From an optimization exercise on the open Yosys and OpenROAD flow, aimed at small area, a short achievable clock period and few clock cycles per item; shortcuts taken in it are not production practice.
In this exercise RTL edits were held to simulation tests only and were not proved equivalent to the original.

## build 18
## pid_mc_core
module pid_mc_core #(
   parameter int                        W         = 16,
   parameter int                        FRAC      = 15,
   parameter int                        IACC_W    = 32,
   parameter int                        NCH       = 4,
   parameter logic signed [IACC_W-1:0]  I_ACC_MAX = 32'sh0FFFFFFF,
   parameter logic signed [IACC_W-1:0]  I_ACC_MIN = -32'sh10000000,
   parameter int                        DF_SHIFT  = 2,
   localparam int                       CH_W      = $clog2(NCH)
) (
   input  logic            clk,
   input  logic            rst_n,
   input  logic            in_valid,
   output logic            in_ready,
   input  logic [CH_W-1:0] in_ch,
   input  logic [W-1:0]    v_in,
   input  logic [W-1:0]    v_ref,
   input  logic            cfg_we,
   input  logic [CH_W-1:0] cfg_ch,
   input  logic [1:0]      cfg_sel,
   input  logic [W-1:0]    cfg_data,
   input  logic            ch_clr,
   input  logic [CH_W-1:0] ch_clr_id,
   output logic            out_valid,
   output logic [CH_W-1:0] out_ch,
   output logic [W-1:0]    u_out,
   output logic            u_sat
);
Size: about 7900 cells after synthesis, about 1300 flip-flops, ~82 I/O pins, roughly 73000 um^2 of cells after synthesis.
export LEC_CHECK = 0
export ABC_AREA = 1
export CAP_MARGIN = 20
export CORE_MARGIN = 2
export CORE_UTILIZATION = 40
export SETUP_SLACK_MARGIN = 5
export SLEW_MARGIN = 20
create_clock -name core_clock -period 10.0 [get_ports {clk}]
standard.sh (not shown) runs the stock make flow with config.mk's settings and CLKGATE_MAP_FILE= SYNTH_SCRIPT=/design/flow/synth_recipe.tcl, a recipe that flattens the netlist after the stock synthesis.
==> flow/flow/run.sh <==
#!/bin/bash
# Standard layout, with timing repair aimed below the clock period (repair_timing
# works towards a setup slack of MARGIN ns at the design's period) and a clock tree
# built without dummy balancing loads.
set -euo pipefail
MARGIN=${MARGIN:-6.6}
CTS="-sink_clustering_enable -repair_clock_nets -dont_use_dummy_load -sink_clustering_size 24 -sink_clustering_max_diameter 80"
bash standard.sh synth > synth.log 2>&1
bash standard.sh SETUP_SLACK_MARGIN=$MARGIN SKIP_PIN_SWAP=1 "CTS_ARGS=$CTS" finish > layout.log 2>&1
Testbench counts of build 18, summed over its fixed seeds: cycles 4,943, items 4,800.
The inputs of build 27 differ from those of build 18 as listed below.
==> flow/flow/run.sh <==
#!/bin/bash
# Standard layout, with timing repair aimed below the clock period (repair_timing
# works towards a setup slack of MARGIN ns at the design's period) and a clock tree
# built without dummy balancing loads.
set -euo pipefail
MARGIN=${MARGIN:-6.6}
CTS="-sink_clustering_enable -repair_clock_nets -dont_use_dummy_load -sink_clustering_size 30 -sink_clustering_max_diameter 60"
bash standard.sh synth > synth.log 2>&1
bash standard.sh SETUP_SLACK_MARGIN=$MARGIN "CTS_ARGS=$CTS" finish > layout.log 2>&1
--- outcome ---
Build 27 has post-route minimum period above what build 18 had. Summary of build 27 over build 18: design area now larger; fraction of standard cell area in multi-input logic shrank by 0.29 points; slack of the critical path -74 ps; routing usage on met1 neither gained nor lost much; number of hold violations in the final report neither gained nor lost much. Compare build 18 and build 27 | remaining max-slew budget at the tightest pin higher: build 18.
Relative to build 27, the following input files were edited for build 79:
diff --git a/flow/flow/run.sh b/flow/flow/run.sh
--- a/flow/flow/run.sh
+++ b/flow/flow/run.sh
@@ -6,3 +6,3 @@
 MARGIN=${MARGIN:-6.6}
-CTS="-sink_clustering_enable -repair_clock_nets -dont_use_dummy_load -sink_clustering_size 30 -sink_clustering_max_diameter 60"
+CTS="-sink_clustering_enable -repair_clock_nets -dont_use_dummy_load -sink_clustering_size 30 -sink_clustering_max_diameter 100"
 bash standard.sh synth > synth.log 2>&1
Final area, build 27 and build 79, higher one = build 27.
From build 27 to build 79 the numbers moved as follows: number of standard cells in the layout, taps in and fillers out went down by about 0.5%, met2 track utilization from global routing was more or less identical, mean routed wirelength per cell went up by 0.22 um.
Against build 27, wire length in build 79 came out worse.
Across both runs, post-CTS resize count was higher for build 79 than for build 27.
Input-level comparison between build 46 and build 79:
==> flow/flow/run.sh <==
#!/bin/bash
# Standard layout, with timing repair aimed below the clock period: repair_timing
# works towards a setup slack of MARGIN ns at the design's period.
set -euo pipefail
MARGIN=${MARGIN:-6.6}
bash standard.sh synth > synth.log 2>&1
bash standard.sh SETUP_SLACK_MARGIN=$MARGIN finish > layout.log 2>&1
diff --git a/flow/config.mk b/flow/config.mk
--- a/flow/config.mk
+++ b/flow/config.mk
@@ -10,3 +10,3 @@
 export CORE_MARGIN = 2
-export CORE_UTILIZATION = 40
+export CORE_UTILIZATION = 55
 export SETUP_SLACK_MARGIN = 5
## What came out
- Build 46 reached the final stage; the timing, DRC and antenna checks on its layout passed.
- Build 79 completed every stage of the flow, and the final layout passed the timing, DRC and antenna checks.
- Looking at number of fill cells in the layout, build 46 sits 6275 lower than build 79 does.
- For the global-route usage, build 46 came in 11 points higher than build 79 did.
- Diff build 79 -> build 46: final standard cell area without fillers rose by 2.9%; total of plain and repair buffers excluding clock buffers down 8.1%; final critical delay including setup and external delays +57 ps.
- Of the two values seen for busiest layer in global routing, met1 was produced by build 46 and met2 by build 79.
Input changes introduced in build 60 (baseline for comparison: build 46):
diff --git a/flow/flow/run.sh b/flow/flow/run.sh
--- a/flow/flow/run.sh
+++ b/flow/flow/run.sh
@@ -4,3 +4,3 @@
 set -euo pipefail
-MARGIN=${MARGIN:-6.6}
+MARGIN=${MARGIN:-6.9}
 bash standard.sh synth > synth.log 2>&1
diff --git a/flow/config.mk b/flow/config.mk
--- a/flow/config.mk
+++ b/flow/config.mk
@@ -10,3 +10,3 @@
 export CORE_MARGIN = 2
-export CORE_UTILIZATION = 55
+export CORE_UTILIZATION = 40
 export SETUP_SLACK_MARGIN = 5
Notes after the runs:
- Fraction of the cycle the final worst path needs was higher in the run labelled build 46.
- Per the comparison of build 60 with build 46, delay contributed by the slowest stage of the critical path now sits lower.
- The uppermost layer routed comes out met5 in one run and met4 in the other, namely in build 46 and build 60 respectively.
What build 54 does differently from build 60 at the input level:
==> flow/flow/run.sh <==
#!/bin/bash
# Standard layout, with timing repair aimed below the clock period (repair_timing
# works towards a setup slack of MARGIN ns at the design's period) and a clock tree
# built without dummy balancing loads.
set -euo pipefail
MARGIN=${MARGIN:-6.6}
CTS="-sink_clustering_enable -repair_clock_nets -dont_use_dummy_load -sink_clustering_size 24 -sink_clustering_max_diameter 80"
bash standard.sh synth > synth.log 2>&1
bash standard.sh SETUP_SLACK_MARGIN=$MARGIN "CTS_ARGS=$CTS" finish > layout.log 2>&1
Findings:
- Side by side, highest attainable clock frequency turned out lower in build 54 than in build 60.
- Compared build 54 vs build 60, and cell area is down in build 54.
- Taking build 60 as the reference, in build 54 first-pass GRT wire length lost about 3%; utilization lost 2.9 points.


job 101:
pid_mc_core again, from the RTL that the note above started with.
export LEC_CHECK = 0
export ABC_AREA = 1
export CAP_MARGIN = 20
export CORE_MARGIN = 2
export CORE_UTILIZATION = 40
export SETUP_SLACK_MARGIN = 5
export SLEW_MARGIN = 20
create_clock -name core_clock -period 10.0 [get_ports {clk}]
==> flow/flow/run.sh <==
#!/bin/bash
# Standard layout, with timing repair aimed below the clock period (repair_timing
# works towards a setup slack of MARGIN ns at the design's period) and a clock tree
# built without dummy balancing loads.
set -euo pipefail
MARGIN=${MARGIN:-6.6}
CTS="-sink_clustering_enable -repair_clock_nets -dont_use_dummy_load -sink_clustering_size 24 -sink_clustering_max_diameter 80"
bash standard.sh synth > synth.log 2>&1
bash standard.sh SETUP_SLACK_MARGIN=$MARGIN SKIP_GATE_CLONING=1 "CTS_ARGS=$CTS" finish > layout.log 2>&1
Testbench counts of job 101, summed over its fixed seeds: cycles 4,943, items 4,800.
Changes in job 102 relative to job 101:
==> flow/flow/run.sh <==
#!/bin/bash
# Standard layout, with timing repair aimed below the clock period (repair_timing
# works towards a setup slack of MARGIN ns at the design's period) and a clock tree
# built without dummy balancing loads.
set -euo pipefail
MARGIN=${MARGIN:-6.6}
CTS="-sink_clustering_enable -repair_clock_nets -dont_use_dummy_load"
bash standard.sh synth > synth.log 2>&1
bash standard.sh SETUP_SLACK_MARGIN=$MARGIN "CTS_ARGS=$CTS" finish > layout.log 2>&1
==> run summary <==
- Compare job 102 and job 101 | non-clock buffer count higher: job 101
- Compared with job 101, job 102 shows a higher slew at the pin closest to its max-slew limit.
- Wire length of the first global-routing pass in job 102 is about 1% above job 101.
- Diff job 101 -> job 102 | worst setup slack | decrease of 0.046 ns
- Job 102 supports a lower top clock frequency than job 101.
- Job 102 has completed all stages; timing, DRC and antenna checks passed.
- Against job 101, count of placed standard cells in the final layout, fillers left out in job 102 rose slightly.
- When the final numbers for job 102 and job 101 were put side by side, the design area turned out to be smaller in job 101.
- Any difference in half-perimeter wire length of the detailed placement result between job 101 and job 102 is small enough to ignore.
- The run showing the smaller sequential share of cell area is job 102.


pid_mc_core, a different RTL version from the one above (not shown whole).
For scale: ~1100 flip-flops, roughly 82 I/O pins, roughly 75000 um^2 of cells after synthesis.
Design pid_mc_core, start of the top module:
module pid_mc_core #(
   parameter int                        W         = 16,
   parameter int                        FRAC      = 15,
   parameter int                        IACC_W    = 32,
   parameter int                        NCH       = 4,
   parameter logic signed [IACC_W-1:0]  I_ACC_MAX = 32'sh0FFFFFFF,
   parameter logic signed [IACC_W-1:0]  I_ACC_MIN = -32'sh10000000,
   parameter int                        DF_SHIFT  = 2,
   localparam int                       CH_W      = $clog2(NCH)
) (
   input  logic            clk,
   input  logic            rst_n,
   input  logic            in_valid,
   output logic            in_ready,
   input  logic [CH_W-1:0] in_ch,
   input  logic [W-1:0]    v_in,
   input  logic [W-1:0]    v_ref,
   input  logic            cfg_we,
   input  logic [CH_W-1:0] cfg_ch,
   input  logic [1:0]      cfg_sel,
   input  logic [W-1:0]    cfg_data,
   input  logic            ch_clr,
   input  logic [CH_W-1:0] ch_clr_id,
   output logic            out_valid,
   output logic [CH_W-1:0] out_ch,
   output logic [W-1:0]    u_out,
   output logic            u_sat
);
  ...
make LEC_CHECK=0 ABC_AREA=1 CAP_MARGIN=20 CORE_MARGIN=2 CORE_UTILIZATION=60 SETUP_SLACK_MARGIN=5 SLEW_MARGIN=20 finish   # period 10.0 ns
run.sh (not shown) runs the stock make flow with config.mk's settings and CLKGATE_MAP_FILE= SYNTH_SCRIPT=/design/flow/synth_recipe.tcl, a recipe that flattens the netlist after the stock synthesis.
Stock flow here: none of the scripts above is used.
The baseline produced a clean layout.
Testbench counts at the start, summed over its fixed seeds: cycles 4,935, items 4,800.
Rerun with:
CORE_UTILIZATION = 40   (was 60)
The new run went through all stages and came out clean; final cell count rises by about 8%; worst hold slack improves by 0.011 ns; maximum frequency increases by about 0.9%; design area is higher by about 1.6%; die area went up by 49%; sequential cell count stays the same; global-route usage shrinks by 12 points.

==> re-timing with driven ports <==
In the flow no input, the clock included, has a driving cell. The finished layouts below were timed again as built, in two steps.
Step 1 (the two cells are an assumption about what drives the block):
set clk [get_ports {clk}]
set_driving_cell -lib_cell sky130_fd_sc_hd__clkbuf_16 $clk
set_driving_cell -lib_cell sky130_fd_sc_hd__buf_2 [delete_from_list [all_inputs] $clk]
Step 2 moves the port delays by t, midway between the first and last clock arrival at a register: inputs arrive t later, outputs are due t later. That takes back most of the time a late clock gives input paths.
Three values: no drivers, after step 1, after step 2; two values: the first two.
run	t, ns	setup WS [ns]	worst setup path after step 2	worst register clock-pin slew, ns
build 18	0.774	6.650 / 6.586 / 6.303	input to register	0.10 / 0.10
build 27	0.803	6.576 / 6.571 / 6.252	input to register	0.11 / 0.11
build 79	0.809	6.536 / 6.536 / 6.276	input to register	0.12 / 0.12
build 46	0.852	6.479 / 6.479 / 6.365	input to register	0.07 / 0.07
build 60	0.887	6.608 / 6.537 / 6.313	input to register	0.07 / 0.07
build 54	0.774	6.595 / 6.587 / 6.310	input to register	0.10 / 0.10
job 101	0.777	6.598 / 6.582 / 6.318	input to register	0.10 / 0.10
job 102	0.856	6.552 / 6.552 / 6.309	input to register	0.06 / 0.06
the first run of note 3	0.840	4.885 / 4.885 / 4.446	input to register	0.07 / 0.07
the second run of note 3	0.843	4.933 / 4.933 / 4.933	register to register	0.07 / 0.07
After both steps every run listed still meets setup and hold. For the first run of note 3, which loses most, drivers alone change the setup slack by 0.000 ns; drivers and shift together by -0.439 ns.
